What follows belongs to an exercise in optimizing a design on an open flow for small area; a production flow would make more cautious choices.
RTL that was checked went through simulation tests only; none was proved equivalent to the original.
Power figures rest on the tool's default switching activity, not on a simulated workload.

==> flow/design.v (excerpt) <==
module icmp_echo_reply_parser (
    input  logic                                i_clk,
    input  logic                                i_rst_n,
    input  logic                                i_valid,
    output logic                                o_ready,
    input  icmp_pkg::t_in                       i_data,
    output logic                                o_valid,
    input  logic                                i_ready,
    output icmp_pkg::t_out                      o_data,
    input  logic                                i_cfg_we,
    input  logic [icmp_pkg::CFG_IDX_W-1:0]      i_cfg_idx,
    input  logic [icmp_pkg::CFG_DATA_W-1:0]     i_cfg_data
);
clock: 10.0 ns
lec_check: 0
cap_margin: 20
core_margin: 2
core_utilization: 40
cts_buf_list: sky130_fd_sc_hd__clkbuf_8
cts_cluster_diameter: 60
cts_cluster_size: 16
slew_margin: 20
standard.sh (not shown) runs the stock make flow with config.mk's settings and CLKGATE_MAP_FILE= SYNTH_SCRIPT=/design/flow/synth_recipe.tcl, a recipe that flattens the netlist after the stock synthesis.
==> flow/flow/run.sh <==
#!/bin/bash
# Own flow: the standard layout (standard.sh, unchanged synthesis) with
# two changes to how the layout is built:
#  - the port buffers that global placement inserts are the smallest buffer,
#    sky130_fd_sc_hd__buf_1, instead of the cell buffer_ports picks itself;
#  - clock tree synthesis uses clkbuf_8 in small sink clusters and inserts no
#    dummy loads.
set -euo pipefail
export BUFFER_PORTS_ARGS="-buffer_cell sky130_fd_sc_hd__buf_1"
export CTS_ARGS="-sink_clustering_enable -repair_clock_nets -sink_clustering_size 32 -sink_clustering_max_diameter 80 -buf_list sky130_fd_sc_hd__clkbuf_16 -dont_use_dummy_load"
bash standard.sh > standard_make.log 2>&1
The starting point produced a clean layout.
Edit:
--- a/flow/flow/run.sh
+++ b/flow/flow/run.sh
@@ -8,4 +8,4 @@
 set -euo pipefail
 export BUFFER_PORTS_ARGS="-buffer_cell sky130_fd_sc_hd__buf_1"
-export CTS_ARGS="-sink_clustering_enable -repair_clock_nets -sink_clustering_size 32 -sink_clustering_max_diameter 80 -buf_list sky130_fd_sc_hd__clkbuf_16 -dont_use_dummy_load"
+export CTS_ARGS="-sink_clustering_enable -repair_clock_nets -sink_clustering_size 20 -sink_clustering_max_diameter 45 -buf_list sky130_fd_sc_hd__clkbuf_8 -dont_use_dummy_load"
 bash standard.sh > standard_make.log 2>&1
After rerunning: Die area does not change; synthesized cell count is unchanged; wire length came out higher by 0.75%; combinational power is about the same; worst setup slack gets better by 110 ps.
No run of this note included a check of the RTL's function; only the layout flow was run.

Setup of JK:
icmp_echo_reply_parser, a different RTL version from the one above (not shown whole).
For scale: roughly 340 flip-flops, about 190 I/O pins, about 16000 um2 of cells after synthesis.
Settings: LEC_CHECK=0, CAP_MARGIN=20, CORE_MARGIN=2, CORE_UTILIZATION=40, CTS_BUF_LIST=sky130_fd_sc_hd__clkbuf_16, CTS_CLUSTER_DIAMETER=80, CTS_CLUSTER_SIZE=32, SLEW_MARGIN=20; clock period 10.0 ns.
run.sh (not shown) runs the stock make flow with config.mk's settings and CLKGATE_MAP_FILE= SYNTH_SCRIPT=/design/flow/synth_recipe.tcl, a recipe that flattens the netlist after the stock synthesis.
Stock flow here: none of the scripts above is used.
JK: flow completed, timing, DRC and antenna clean
Inputs modified between JK and AL:
- CTS_CLUSTER_SIZE: 32 -> 16
- CTS_CLUSTER_DIAMETER: 80 -> 60
- CTS_BUF_LIST: sky130_fd_sc_hd__clkbuf_16 -> sky130_fd_sc_hd__clkbuf_8
Per the comparison of AL with JK, total routed wirelength held steady; clock-buffer cell count grew by 10; final cell count grew by about 0.9%.
As far as upper clock frequency limit is concerned, JK and AL perform about the same.
AL completed every stage of the flow, and the final layout passed the timing, design-rule and antenna checks.
No functional check of the RTL was part of any run of this note.

run a:
icmp_echo_reply_parser, a different RTL version from the one above (not shown whole).
Size in the first run: ~1,500 cells after synthesis, ~340 flip-flops, roughly 190 I/O pins, about 17,000 sq um of cells after synthesis.
==> flow/design.v (excerpt) <==
module icmp_echo_reply_parser (
    input  logic                                i_clk,
    input  logic                                i_rst_n,
    input  logic                                i_valid,
    output logic                                o_ready,
    input  icmp_pkg::t_in                       i_data,
    output logic                                o_valid,
    input  logic                                i_ready,
    output icmp_pkg::t_out                      o_data,
    input  logic                                i_cfg_we,
    input  logic [icmp_pkg::CFG_IDX_W-1:0]      i_cfg_idx,
    input  logic [icmp_pkg::CFG_DATA_W-1:0]     i_cfg_data
);
Settings: LEC_CHECK=0, CAP_MARGIN=20, CORE_MARGIN=2, CORE_UTILIZATION=40, SLEW_MARGIN=20; clock period 10.0 ns.
#### Input delta (run b over run a)
- setting CTS_BUF_LIST to sky130_fd_sc_hd__clkbuf_4 for the first time
- setting CTS_CLUSTER_SIZE to 30 for the first time
==> run summary <==
- The layout-stage area growth over the synthesis result of run a and that of run b are within noise of each other.
- As far as clock-pin slew of the registers on the worst-case setup and hold paths is concerned, run b and run a perform about the same.
- Of run b and run a, it is run b that has the higher number of levels the H-tree was split into.
- Changes observed in run b relative to run a: post-layout minimum cycle time lost 0.21 ns, depth of the critical timing path with buffers and inverters included neither gained nor lost much, fraction of power spent switching nets picked up an extra 1.5 points.

-- static timing again, ports no longer ideal --
The flow's constraints put no driver on any port. The routed layouts listed below were extracted and timed again, unchanged, in two steps. Step 1, drivers: a clkbuf_16 drives i_clk and a buf_2 each remaining input, both assumed. Step 2 times the ports against the registers' clock, not the clock port: input delays grow and output delays shrink by t, the midpoint of the rising clock arrivals with the driver on. a / b / c = ideal / step 1 / step 2; a / b = the first two.
run	t, ns	setup WS [ns]	worst setup path after step 2
the first run of note 1	0.567	2.946 / 2.946 / 2.946	register to register
the second run of note 1	0.618	3.057 / 3.057 / 3.016	input to register
JK	0.573	2.889 / 2.889 / 2.481	input to register
AL	0.651	2.888 / 2.888 / 2.492	input to register
run a	0.585	1.754 / 1.786 / 1.202	input to register
run b	0.834	1.968 / 1.994 / 1.160	input to register
After both steps setup and hold are still met in every run listed. For run b, which loses most, drivers alone change the setup slack by +0.026 ns; drivers and shift together by -0.808 ns.
